Source: an optimization exercise on an open RTL-to-GDS flow (aim: small area). Production flows keep margins and buffers that such runs may drop.
Function was checked by simulation only, so behaviour that the tests miss may differ from the original.
Power and IR drop assume default switching activity. No driver is modelled on the clock port, so clocking that relies on it looks cheaper here than on a real chip.

## whackGame
module whackGame (
	input logic Clock,
	input logic reset,
	input logic [gamePkg::NumMoles-1:0] switches,
	input logic loadSeed,
	input logic shift,
	output gamePkg::heightT [gamePkg::NumMoles-1:0] moleHeights,
	output bcdPkg::bcdCountT totalScore,
	output bcdPkg::bcdCountT totalRise
);
Size in the first run: ~630 flip-flops, roughly 84 I/O pins, about 23000 µm² of cells after synthesis.
Settings: LEC_CHECK=0, CAP_MARGIN=20, CORE_MARGIN=2, CORE_UTILIZATION=65, SLEW_MARGIN=20; clock period 30.0 ns.
standard.sh (not shown) runs the stock make flow with config.mk's settings and CLKGATE_MAP_FILE= SYNTH_SCRIPT=/design/flow/synth_recipe.tcl, a recipe that flattens the netlist after the stock synthesis.
==> flow/flow/run.sh <==
#!/bin/bash
# Standard synthesis and layout (standard.sh), with: every gate set to the
# smallest size of its family after floorplanning (repair_design then upsizes
# what needs it), minimum-size port buffers, and a leaner clock tree (no dummy
# loads, small leaf buffers).
set -euo pipefail
here=$(pwd)
bash standard.sh finish \
	"POST_FLOORPLAN_TCL=$here/flow/downsize.tcl" \
	"BUFFER_PORTS_ARGS=-buffer_cell sky130_fd_sc_hd__buf_1" \
	"CTS_ARGS=-sink_clustering_enable -repair_clock_nets -dont_use_dummy_load -buf_list sky130_fd_sc_hd__clkbuf_8 -root_buf sky130_fd_sc_hd__clkbuf_16 -sink_clustering_buffer sky130_fd_sc_hd__clkbuf_16 -sink_clustering_size 36 -sink_clustering_max_diameter 55" \
	> flow.log 2>&1
==> flow/flow/downsize.tcl <==
# Swap every standard cell to the smallest-area cell of the same family
# (same name up to the drive-strength suffix, so same function and pins).
# repair_design later upsizes whatever then violates slew or capacitance.
set db [ord::get_db]
set dont_use {}
if { [info exists ::env(DONT_USE_CELLS)] } { set dont_use $::env(DONT_USE_CELLS) }
set best [dict create]
foreach lib [$db getLibs] {
  foreach m [$lib getMasters] {
    set name [$m getName]
    if { ![regexp {^(sky130_fd_sc_hd__.+)_(\d+)$} $name -> base drive] } { continue }
    set skip 0
    foreach p $dont_use { if { [string match $p $name] } { set skip 1 } }
    if { $skip } { continue }
    set a [expr { [$m getWidth] * [$m getHeight] }]
    if { ![dict exists $best $base] || $a < [lindex [dict get $best $base] 1] } {
      dict set best $base [list $m $a]
    }
  }
}
set swapped 0
foreach inst [[ord::get_db_block] getInsts] {
  set m [$inst getMaster]
  if { [$inst isFixed] } { continue }
  if { ![regexp {^(sky130_fd_sc_hd__.+)_(\d+)$} [$m getName] -> base drive] } { continue }
  if { [regexp {^sky130_fd_sc_hd__(df|edf|sdf|dl|tap|fill|decap|conb)} [$m getName]] } { continue }
  if { ![dict exists $best $base] } { continue }
  set nm [lindex [dict get $best $base] 0]
  if { [$nm getName] ne [$m getName] } {
    $inst swapMaster $nm
    incr swapped
  }
}
puts "downsize: swapped $swapped instances"
==> next run, changes <==
--- a/flow/flow/run.sh
+++ b/flow/flow/run.sh
@@ -10,3 +10,3 @@
 	"BUFFER_PORTS_ARGS=-buffer_cell sky130_fd_sc_hd__buf_1" \
-	"CTS_ARGS=-sink_clustering_enable -repair_clock_nets -dont_use_dummy_load -buf_list sky130_fd_sc_hd__clkbuf_8 -root_buf sky130_fd_sc_hd__clkbuf_16 -sink_clustering_buffer sky130_fd_sc_hd__clkbuf_16 -sink_clustering_size 36 -sink_clustering_max_diameter 55" \
+	"CTS_ARGS=-sink_clustering_enable -repair_clock_nets -dont_use_dummy_load -buf_list sky130_fd_sc_hd__clkbuf_8 -root_buf sky130_fd_sc_hd__clkbuf_16 -sink_clustering_buffer sky130_fd_sc_hd__clkbuf_16 -sink_clustering_size 32 -sink_clustering_max_diameter 140" \
 	> flow.log 2>&1
What happened:
- area after synthesis stays the same
- die area is unchanged
- fmax rises slightly
- cell count falls slightly
- global-route usage went down by 0.21 points

---

Another version of the RTL of whackGame (not shown whole).
Size in the first run: ~1,300 cells after synthesis, ~0.022 mm2 of cells after synthesis.
Design whackGame, start of the top module:
module whackGame (
	input logic Clock,
	input logic reset,
	input logic [gamePkg::NumMoles-1:0] switches,
	input logic loadSeed,
	input logic shift,
	output gamePkg::heightT [gamePkg::NumMoles-1:0] moleHeights,
	output bcdPkg::bcdCountT totalScore,
	output bcdPkg::bcdCountT totalRise
);
clock: 30.0 ns
lec_check: 0
cap_margin: 20
core_margin: 2
core_utilization: 65
slew_margin: 20
==> flow/flow/run.sh <==
#!/bin/bash
# Standard synthesis and layout (standard.sh), with: every gate set to the
# smallest size of its family after floorplanning (repair_design then upsizes
# what needs it), minimum-size port buffers, and a leaner clock tree (no dummy
# loads, small leaf buffers).
set -euo pipefail
here=$(pwd)
bash standard.sh finish \
	"POST_FLOORPLAN_TCL=$here/flow/downsize.tcl" \
	"BUFFER_PORTS_ARGS=-buffer_cell sky130_fd_sc_hd__buf_1" \
	"CTS_ARGS=-sink_clustering_enable -repair_clock_nets -dont_use_dummy_load -buf_list sky130_fd_sc_hd__clkbuf_8 -root_buf sky130_fd_sc_hd__clkbuf_16 -sink_clustering_buffer sky130_fd_sc_hd__clkbuf_16 -sink_clustering_size 31 -sink_clustering_max_diameter 170" \
	> flow.log 2>&1
Scripts as last shown in full above: flow/flow/downsize.tcl
Then changed:
--- a/flow/flow/run.sh
+++ b/flow/flow/run.sh
@@ -10,3 +10,3 @@
 	"BUFFER_PORTS_ARGS=-buffer_cell sky130_fd_sc_hd__buf_1" \
-	"CTS_ARGS=-sink_clustering_enable -repair_clock_nets -dont_use_dummy_load -buf_list sky130_fd_sc_hd__clkbuf_8 -root_buf sky130_fd_sc_hd__clkbuf_16 -sink_clustering_buffer sky130_fd_sc_hd__clkbuf_16 -sink_clustering_size 31 -sink_clustering_max_diameter 170" \
+	"CTS_ARGS=-sink_clustering_enable -repair_clock_nets -dont_use_dummy_load -buf_list sky130_fd_sc_hd__clkbuf_8 -root_buf sky130_fd_sc_hd__clkbuf_16 -sink_clustering_buffer sky130_fd_sc_hd__clkbuf_16 -sink_clustering_size 32 -sink_clustering_max_diameter 140" \
 	> flow.log 2>&1
Settings changed: CORE_UTILIZATION 65 to 80.
Result: The new run completed with no timing, DRC or antenna violations; non-clock buffer count does not change; final cell count drops by 4.4%; core utilization climbs by 16 points; combinational power climbs by 13%.
Then changed:
--- a/flow/flow/run.sh
+++ b/flow/flow/run.sh
@@ -10,3 +10,3 @@
 	"BUFFER_PORTS_ARGS=-buffer_cell sky130_fd_sc_hd__buf_1" \
-	"CTS_ARGS=-sink_clustering_enable -repair_clock_nets -dont_use_dummy_load -buf_list sky130_fd_sc_hd__clkbuf_8 -root_buf sky130_fd_sc_hd__clkbuf_16 -sink_clustering_buffer sky130_fd_sc_hd__clkbuf_16 -sink_clustering_size 32 -sink_clustering_max_diameter 140" \
+	"CTS_ARGS=-sink_clustering_enable -repair_clock_nets -dont_use_dummy_load -buf_list sky130_fd_sc_hd__clkbuf_16 -root_buf sky130_fd_sc_hd__clkbuf_16 -sink_clustering_buffer sky130_fd_sc_hd__clkbuf_16 -sink_clustering_size 33 -sink_clustering_max_diameter 140" \
 	> flow.log 2>&1
Settings changed: CORE_UTILIZATION 80 to 65.
Fmax falls by 3.0%.
First-iteration DRC count falls by 53%.
Clock skew falls by 8.5 ps.
Power falls by about 1.8%.
Register-to-register slack improved by 40 ps.
Setup slack got worse by 250 ps.
Routed wire length falls by 22%.
Utilization falls by 16 points.
Worst hold slack improved by 18 ps.
Synthesized cell count is unchanged.
Die area rises by 23%.
Then changed:
==> flow/run.sh (new file) <==
#!/bin/bash
# synth_recipe.tcl (not shown) runs the flow's synth.tcl, then flattens the netlist and writes it again
# the make line also repeats each setting of config.mk as NAME=value (left out here)
make -C /OpenROAD-flow-scripts/flow DESIGN_CONFIG=/design/flow/config.mk WORK_HOME=/design/flow/orfs CLKGATE_MAP_FILE= SYNTH_SCRIPT=/design/flow/synth_recipe.tcl finish
Settings changed: CTS_BUF_LIST set to sky130_fd_sc_hd__clkbuf_16, CTS_CLUSTER_DIAMETER set to 140, CTS_CLUSTER_SIZE set to 30.
removed: flow/flow/run.sh
removed: flow/flow/downsize.tcl
removed: flow/standard.sh
Outcome:
- cell area went up by 3.5%
- total power went up by about 3%
- setup slack improved by 110 ps
- clock power went up by about 10%
- non-clock buffer count went down by 1
- routed wire length went up by 5.8%
- sequential power hardly moves
- synthesized cell count does not change
- final cell count went up by 1.1%
- via count went up by about 1.3%
Then changed:
Settings changed: CTS_BUF_LIST sky130_fd_sc_hd__clkbuf_16 to sky130_fd_sc_hd__clkbuf_8, CTS_CLUSTER_DIAMETER 140 to unset, CTS_CLUSTER_SIZE 30 to unset.
Sequential power stays flat.
Design area climbs by a few percent.
Combinational power went up slightly.
Worst setup slack got worse by 45 ps.
Flip-flop and latch count does not change.
Routed wire length rose by a few percent.
Then changed:
==> flow/flow/run.sh (new file) <==
#!/bin/bash
# Standard synthesis and layout (standard.sh), with: every gate set to the
# smallest size of its family after floorplanning (repair_design then upsizes
# what needs it), minimum-size port buffers, and a leaner clock tree (no dummy
# loads, small leaf buffers).
set -euo pipefail
here=$(pwd)
bash standard.sh finish \
	"POST_FLOORPLAN_TCL=$here/flow/downsize.tcl" \
	"BUFFER_PORTS_ARGS=-buffer_cell sky130_fd_sc_hd__buf_1" \
	"CTS_ARGS=-sink_clustering_enable -repair_clock_nets -dont_use_dummy_load -buf_list sky130_fd_sc_hd__clkbuf_8 -root_buf sky130_fd_sc_hd__clkbuf_16 -sink_clustering_buffer sky130_fd_sc_hd__clkbuf_16 -sink_clustering_size 32 -sink_clustering_max_diameter 140" \
	> flow.log 2>&1
==> flow/flow/downsize.tcl (new file) <==
# Swap every standard cell to the smallest-area cell of the same family
# (same name up to the drive-strength suffix, so same function and pins).
# repair_design later upsizes whatever then violates slew or capacitance.
set db [ord::get_db]
set dont_use {}
if { [info exists ::env(DONT_USE_CELLS)] } { set dont_use $::env(DONT_USE_CELLS) }
set best [dict create]
foreach lib [$db getLibs] {
  foreach m [$lib getMasters] {
    set name [$m getName]
    if { ![regexp {^(sky130_fd_sc_hd__.+)_(\d+)$} $name -> base drive] } { continue }
    set skip 0
    foreach p $dont_use { if { [string match $p $name] } { set skip 1 } }
    if { $skip } { continue }
    set a [expr { [$m getWidth] * [$m getHeight] }]
    if { ![dict exists $best $base] || $a < [lindex [dict get $best $base] 1] } {
      dict set best $base [list $m $a]
    }
  }
}
set swapped 0
foreach inst [[ord::get_db_block] getInsts] {
  set m [$inst getMaster]
  if { [$inst isFixed] } { continue }
  if { ![regexp {^(sky130_fd_sc_hd__.+)_(\d+)$} [$m getName] -> base drive] } { continue }
  if { [regexp {^sky130_fd_sc_hd__(df|edf|sdf|dl|tap|fill|decap|conb)} [$m getName]] } { continue }
  if { ![dict exists $best $base] } { continue }
  set nm [lindex [dict get $best $base] 0]
  if { [$nm getName] ne [$m getName] } {
    $inst swapMaster $nm
    incr swapped
  }
}
puts "downsize: swapped $swapped instances"
==> flow/standard.sh (new file) <==
#!/bin/bash
# synth_recipe.tcl (not shown) runs the flow's synth.tcl, then flattens the netlist and writes it again
# the make line also repeats each setting of config.mk as NAME=value (left out here)
make -C /OpenROAD-flow-scripts/flow DESIGN_CONFIG=/design/flow/config.mk WORK_HOME=/design/flow/orfs CLKGATE_MAP_FILE= SYNTH_SCRIPT=/design/flow/synth_recipe.tcl "${@:-finish}"
Settings changed: CTS_BUF_LIST sky130_fd_sc_hd__clkbuf_8 to unset.
removed: flow/run.sh
=> Utilization drops by 5.4 points; wire length drops by a little under a tenth; hold slack loses 7.9 ps.

static timing again, ports no longer ideal:
The flow's constraints put no driver on any port. The routed layouts listed below were extracted and timed again, unchanged, in two steps.
Step 1, drivers: a clkbuf_16 drives Clock and a buf_2 each remaining input, both assumed.
Step 2 times the ports against the registers' clock, not the clock port: input delays grow and output delays shrink by t, the midpoint of the rising clock arrivals with the driver on.
Slacks: no drivers / after step 1 / after step 2; pairs: no drivers / after step 1.
run	t, ns	setup slack, ns	hold WS [ns]
the first run of note 1	0.580	21.772 / 21.789 / 21.209	0.386 / 0.386 / 0.386
the second run of note 1	0.597	21.834 / 21.847 / 21.251	0.385 / 0.385 / 0.385
the first run of note 2	0.585	21.852 / 21.879 / 21.294	0.352 / 0.352 / 0.352
the second run of note 2	0.596	22.061 / 22.089 / 21.493	0.400 / 0.400 / 0.400
the third run of note 2	0.598	21.816 / 21.845 / 21.247	0.418 / 0.418 / 0.418
the fourth run of note 2	0.625	21.927 / 21.873 / 22.115	0.417 / 0.417 / 0.417
the fifth run of note 2	0.672	21.882 / 21.831 / 22.126	0.398 / 0.398 / 0.398
the sixth run of note 2	0.608	21.832 / 21.859 / 21.251	0.390 / 0.390 / 0.390
After both steps setup and hold are still met in every run listed. For the second run of note 1, which loses most, drivers alone change the setup slack by +0.013 ns; drivers and shift together by -0.583 ns.
